Source: an optimization exercise on an open RTL-to-GDS flow (aim: small area). Production flows keep margins and buffers that such runs may drop. RTL that was checked went through simulation tests only; none was proved equivalent to the original. Power figures rest on the tool's default switching activity, not on a simulated workload.

Setup of job 3417:
==> flow/design.v <==
`default_nettype none
module of_ao22 (
  input  logic a0, b0, a1, b1,
  output logic y
);
  assign y = (a0 & b0) | (a1 & b1);
endmodule
module of_aoi222 (
  input  logic a0, b0, a1, b1, a2, b2,
  output logic y
);
  assign y = ~((a0 & b0) | (a1 & b1) | (a2 & b2));
endmodule
module of_nand4 (
  input  logic a, b, c, d,
  output logic y
);
  assign y = ~(a & b & c & d);
endmodule
module of_or3 (
  input  logic a, b, c,
  output logic y
);
  assign y = a | b | c;
endmodule
module of_last (
  input  logic y8, y9, a0, b0, a1, b1,
  output logic y
);
  assign y = ~(y8 & y9 & ~((a0 & b0) | (a1 & b1)));
endmodule
module of_nand2 (
  input  logic a, b,
  output logic y
);
  assign y = ~(a & b);
endmodule
module of_nor2 (
  input  logic a, b,
  output logic y
);
  assign y = ~(a | b);
endmodule
module of_sel32 (
  input  logic [31:0] s,
  input  logic [31:0] d,
  output logic        y
);
  logic [9:0]  w_g;
  logic [2:0]  w_h;
  genvar k;
  generate
    for (k = 0; k < 10; k++) begin : g_aoi
      of_aoi222 u_aoi (
        .a0(s[3*k]),   .b0(d[3*k]),
        .a1(s[3*k+1]), .b1(d[3*k+1]),
        .a2(s[3*k+2]), .b2(d[3*k+2]),
        .y(w_g[k])
      );
    end
  endgenerate
  of_nand4 u_n0 (.a(w_g[0]), .b(w_g[1]), .c(w_g[2]),  .d(w_g[3]), .y(w_h[0]));
  of_nand4 u_n1 (.a(w_g[4]), .b(w_g[5]), .c(w_g[6]),  .d(w_g[7]), .y(w_h[1]));
  of_last  u_n2 (.y8(w_g[8]), .y9(w_g[9]),
                 .a0(s[30]), .b0(d[30]), .a1(s[31]), .b1(d[31]), .y(w_h[2]));
  of_or3   u_o  (.a(w_h[0]), .b(w_h[1]), .c(w_h[2]), .y(y));
endmodule
module operand_fetch (
  input  logic        clk,
  input  logic        rst,
  input  logic [31:0] Instruction,
  input  logic        InValid,
  output logic        InReady,
  input  logic        WriteEnable,
  input  logic [4:0]  WriteAddr,
  input  logic [31:0] WriteData,
  output logic [31:0] DR1,
  output logic [31:0] DR2,
  output logic [2:0]  ALUControl,
  output logic [4:0]  DestReg,
  output logic        IllegalOp,
  output logic        OutValid,
  input  logic        OutReady,
  output logic [15:0] IssueCount
);
  logic        r_full;
  logic [31:0] r_regs [1:31];
  logic [31:0] r_dr1;
  logic [31:0] r_dr2;
  logic [2:0]  r_alu_ctrl;
  logic [4:0]  r_dest;
  logic        r_illegal;
  logic [15:0] r_issue_count;
  logic [4:0]  w_rs;
  logic [4:0]  w_rt;
  logic [4:0]  w_rd;
  logic [5:0]  w_funct;
  logic        w_unused;
  logic        w_load;       
  logic        w_hold;       
  logic [2:0]  w_alu_ctrl;
  logic        w_illegal;
  logic [15:0] w_count_inc;
  assign w_rs    = Instruction[25:21];
  assign w_rt    = Instruction[20:16];
  assign w_rd    = Instruction[15:11];
  assign w_funct = Instruction[5:0];
  assign w_unused = ^{Instruction[31:26], Instruction[10:6]};
  assign InReady = !r_full || OutReady;
  assign w_load  = !rst && InValid && InReady;
  assign w_hold  = !rst && !(InValid && InReady);
  always_ff @(posedge clk) begin
    r_full <= !rst && ((InValid && InReady) || (r_full && !OutReady));
  end
  logic [3:0]  w_whi;       
  logic [3:0]  w_nwhi;      
  logic [7:0]  w_wlo;       
  logic [7:0]  w_nwlo;      
  logic [3:0]  w_whir;      
  logic [7:0]  w_wlor;      
  logic [1:0]  w_wr   [1:31];    
  logic [1:0]  w_keep [1:31];    
  logic [31:0] w_reg_nxt [1:31];
  genvar gi, gb, gh;
  generate
    for (gi = 0; gi < 4; gi++) begin : g_whi
      assign w_whi[gi]  = WriteEnable && (WriteAddr[4:3] == gi);
      assign w_nwhi[gi] = !w_whi[gi];
      assign w_whir[gi] = w_whi[gi] || rst;
    end
    for (gi = 0; gi < 8; gi++) begin : g_wlo
      assign w_wlo[gi]  = (WriteAddr[2:0] == gi);
      assign w_nwlo[gi] = !(w_wlo[gi] && !rst);
      assign w_wlor[gi] = w_wlo[gi] || rst;
    end
    for (gi = 1; gi < 32; gi++) begin : g_row
      for (gh = 0; gh < 2; gh++) begin : g_half
        of_nor2  u_wr   (.a(w_nwhi[gi/8]), .b(w_nwlo[gi%8]), .y(w_wr[gi][gh]));
        of_nand2 u_keep (.a(w_whir[gi/8]), .b(w_wlor[gi%8]), .y(w_keep[gi][gh]));
      end
      for (gb = 0; gb < 32; gb++) begin : g_bit
        of_ao22 u_mux (
          .a0(w_wr[gi][gb/16]),   .b0(WriteData[gb]),
          .a1(w_keep[gi][gb/16]), .b1(r_regs[gi][gb]),
          .y(w_reg_nxt[gi][gb])
        );
      end
      always_ff @(posedge clk) begin
        r_regs[gi] <= w_reg_nxt[gi];
      end
    end
  endgenerate
  logic [3:0]  w_nhi1, w_nhi2;   
  logic [7:0]  w_nlo1, w_nlo2;   
  logic [31:0] w_s1 [2], w_s2 [2];
  logic [31:0] w_n1, w_n2;
  logic        w_acc;
  assign w_acc = InValid && InReady;
  generate
    for (gi = 0; gi < 4; gi++) begin : g_rhi
      assign w_nhi1[gi] = !(w_rs[4:3] == gi);
      assign w_nhi2[gi] = !(w_rt[4:3] == gi);
    end
    for (gi = 0; gi < 8; gi++) begin : g_rlo
      assign w_nlo1[gi] = !(w_load && (w_rs[2:0] == gi));
      assign w_nlo2[gi] = !(w_load && (w_rt[2:0] == gi));
    end
    for (gh = 0; gh < 2; gh++) begin : g_shalf
      for (gi = 1; gi < 32; gi++) begin : g_sel
        of_nor2 u_s1 (.a(w_nhi1[gi/8]), .b(w_nlo1[gi%8]), .y(w_s1[gh][gi]));
        of_nor2 u_s2 (.a(w_nhi2[gi/8]), .b(w_nlo2[gi%8]), .y(w_s2[gh][gi]));
      end
      of_nor2 u_h1 (.a(rst), .b(w_acc), .y(w_s1[gh][0]));
      of_nor2 u_h2 (.a(rst), .b(w_acc), .y(w_s2[gh][0]));
    end
  endgenerate
  generate
    for (gb = 0; gb < 32; gb++) begin : g_rd
      logic [31:0] w_d1, w_d2;
      assign w_d1[0] = r_dr1[gb];
      assign w_d2[0] = r_dr2[gb];
      for (gi = 1; gi < 32; gi++) begin : g_col
        assign w_d1[gi] = w_reg_nxt[gi][gb];
        assign w_d2[gi] = w_reg_nxt[gi][gb];
      end
      of_sel32 u_sel1 (.s(w_s1[gb/16]), .d(w_d1), .y(w_n1[gb]));
      of_sel32 u_sel2 (.s(w_s2[gb/16]), .d(w_d2), .y(w_n2[gb]));
    end
  endgenerate
  always_comb begin
    w_alu_ctrl = 3'b000;
    w_illegal  = 1'b0;
    case (w_funct)
      6'h20:   w_alu_ctrl = 3'b001;
      6'h22:   w_alu_ctrl = 3'b010;
      6'h2A:   w_alu_ctrl = 3'b011;
      6'h24:   w_alu_ctrl = 3'b100;
      6'h25:   w_alu_ctrl = 3'b101;
      6'h26:   w_alu_ctrl = 3'b110;
      6'h27:   w_alu_ctrl = 3'b111;
      default: w_illegal  = 1'b1;
    endcase
  end
  assign w_count_inc = r_issue_count + 16'd1;
  always_ff @(posedge clk) begin
    r_dr1         <= w_n1;
    r_dr2         <= w_n2;
    r_alu_ctrl    <= ({3{w_load}} & w_alu_ctrl)  | ({3{w_hold}} & r_alu_ctrl);
    r_dest        <= ({5{w_load}} & w_rd)        | ({5{w_hold}} & r_dest);
    r_illegal     <= (w_load & w_illegal)        | (w_hold & r_illegal);
    r_issue_count <= ({16{w_load}} & w_count_inc) | ({16{w_hold}} & r_issue_count);
  end
  assign OutValid   = r_full;
  assign DR1        = r_dr1;
  assign DR2        = r_dr2;
  assign ALUControl = r_alu_ctrl;
  assign DestReg    = r_dest;
  assign IllegalOp  = r_illegal;
  assign IssueCount = r_issue_count;
endmodule
`default_nettype wire
Settings: LEC_CHECK=0, CAP_MARGIN=15, CORE_MARGIN=2, CORE_UTILIZATION=52, GPL_TIMING_DRIVEN=0, SLEW_MARGIN=15, SYNTH_HIERARCHICAL=1, SYNTH_MINIMUM_KEEP_SIZE=0, BUFFER_PORTS_ARGS=-buffer_cell sky130_fd_sc_hd__buf_1, CTS_ARGS=-sink_clustering_enable -repair_clock_nets -dont_use_dummy_load -buf_list {sky130_fd_sc_hd__clkbuf_4} -sink_clustering_size 8 -sink_clustering_max_diameter 40; clock period 5.0 ns.
standard.sh (not shown) runs the stock make flow with config.mk's settings and CLKGATE_MAP_FILE= SYNTH_SCRIPT=/design/flow/synth_recipe.tcl, a recipe that flattens the netlist after the stock synthesis.
==> flow/flow/run.sh <==
#!/bin/bash
# Standard layout with smaller port buffers and no CTS dummy loads.
set -e
cp "$FLOW_CONFIG" config.orig.mk
cat >> "$FLOW_CONFIG" <<'EOC'
export DONT_USE_CELLS += sky130_fd_sc_hd__buf_8 sky130_fd_sc_hd__buf_12 sky130_fd_sc_hd__buf_16 sky130_fd_sc_hd__bufbuf_8 sky130_fd_sc_hd__bufbuf_16
export BUFFER_PORTS_ARGS = -buffer_cell sky130_fd_sc_hd__buf_1
export CTS_ARGS = -sink_clustering_enable -repair_clock_nets -dont_use_dummy_load -buf_list {sky130_fd_sc_hd__clkbuf_4} -sink_clustering_size 8 -sink_clustering_max_diameter 40
EOC

bash standard.sh finish > standard.log 2>&1
In job 3417 the implementation ran to completion but is not tape-out ready, as the final checks report negative setup slack.
For job 9685, these inputs were changed with respect to job 3417:
-- flow/design.v --
<<< job 3417, line 30
  assign y = ~(y8 & y9 & ~((a0 & b0) | (a1 & b1)));
endmodule
module of_nand2 (
  input  logic a, b,
  output logic y
);
  assign y = ~(a & b);
endmodule
module of_nor2 (
>>> job 9685, line 30
  assign y = ~(y8 & y9 & ~((a0 & b0) | (a1 & b1)));
endmodule
module of_aoi21 (
  input  logic a0, a1, b,
  output logic y
);
  assign y = ~((a0 & a1) | b);
endmodule
module of_nor2 (
<<< job 3417, line 117
  logic [7:0]  w_wlo;       
  logic [7:0]  w_nwlo;      
  logic [3:0]  w_whir;      
  logic [7:0]  w_wlor;      
  logic [1:0]  w_wr   [1:31];    
  logic [1:0]  w_keep [1:31];    
>>> job 9685, line 117
  logic [7:0]  w_wlo;       
  logic [7:0]  w_nwlo;      
  logic [1:0]  w_wr   [1:31];    
  logic [1:0]  w_keep [1:31];    
<<< job 3417, line 127
      assign w_whi[gi]  = WriteEnable && (WriteAddr[4:3] == gi);
      assign w_nwhi[gi] = !w_whi[gi];
      assign w_whir[gi] = w_whi[gi] || rst;
    end
    for (gi = 0; gi < 8; gi++) begin : g_wlo
      assign w_wlo[gi]  = (WriteAddr[2:0] == gi);
      assign w_nwlo[gi] = !(w_wlo[gi] && !rst);
      assign w_wlor[gi] = w_wlo[gi] || rst;
    end
    for (gi = 1; gi < 32; gi++) begin : g_row
      for (gh = 0; gh < 2; gh++) begin : g_half
        of_nor2  u_wr   (.a(w_nwhi[gi/8]), .b(w_nwlo[gi%8]), .y(w_wr[gi][gh]));
        of_nand2 u_keep (.a(w_whir[gi/8]), .b(w_wlor[gi%8]), .y(w_keep[gi][gh]));
      end
      for (gb = 0; gb < 32; gb++) begin : g_bit
>>> job 9685, line 125
      assign w_whi[gi]  = WriteEnable && (WriteAddr[4:3] == gi);
      assign w_nwhi[gi] = !w_whi[gi];
    end
    for (gi = 0; gi < 8; gi++) begin : g_wlo
      assign w_wlo[gi]  = (WriteAddr[2:0] == gi);
      assign w_nwlo[gi] = !(w_wlo[gi] && !rst);
    end
    for (gi = 1; gi < 32; gi++) begin : g_row
      for (gh = 0; gh < 2; gh++) begin : g_half
        of_nor2  u_wr   (.a(w_nwhi[gi/8]), .b(w_nwlo[gi%8]), .y(w_wr[gi][gh]));
        of_aoi21 u_keep (.a0(w_whi[gi/8]), .a1(w_wlo[gi%8]), .b(rst), .y(w_keep[gi][gh]));
      end
      for (gb = 0; gb < 32; gb++) begin : g_bit
--- outcome ---
Across job 3417 and job 9685, no clean finish was achieved. Nothing crashed in job 3417 and all stages finished; the problem is that the final layout failed, the offending checks being negative setup slack. Job 9685 vs. job 3417: number of non-clock buffers went up 13%; number of placed I/O pins held; utilization of the core after routing went up 0.32 points; wire length on met2 went up 11%. Comparing job 3417 and job 9685, the higher fraction of area in registers is on job 3417. Job 9685 vs. job 3417: final area has increased; final period utilization has decreased; power after layout has decreased; flip-flop and latch count has remained practically unchanged. Taking job 3417 as the reference point, the sequential power of job 9685 falls by about 0.7%. On leakage power: between job 3417 and job 9685, it ends up lower for job 3417. Initial antenna violation count, job 3417 and job 9685: smaller value in job 9685. Clock power went up slightly going from job 3417 to job 9685.
No functional check of the RTL was part of job 9685.

==> static timing again, ports no longer ideal <==
In the flow no input, the clock included, has a driving cell. The finished layouts below were timed again as built, in two steps. Step 1, drivers: a clkbuf_16 drives clk and a buf_2 each remaining input, both assumed. Step 2 also shifts input and output timing later by t, the mid clock arrival at the registers, as if the neighbouring blocks saw the same clock. Slacks: no drivers / after step 1 / after step 2; pairs: no drivers / after step 1.
run | shift t [ns] | setup WS [ns] | worst setup path after step 2 | latest minus earliest clock arrival (ns) | cell pins on the clock port's net
job 3417 | 1.076 | -0.046 / -0.003 / -1.079 | input to register | 0.126 / 0.126 | 1
job 9685 | 1.095 | -0.017 / -0.005 / -1.099 | input to register | 0.113 / 0.113 | 1
For job 9685, which loses most, drivers alone change the setup slack by +0.012 ns; drivers and shift together by -1.082 ns.
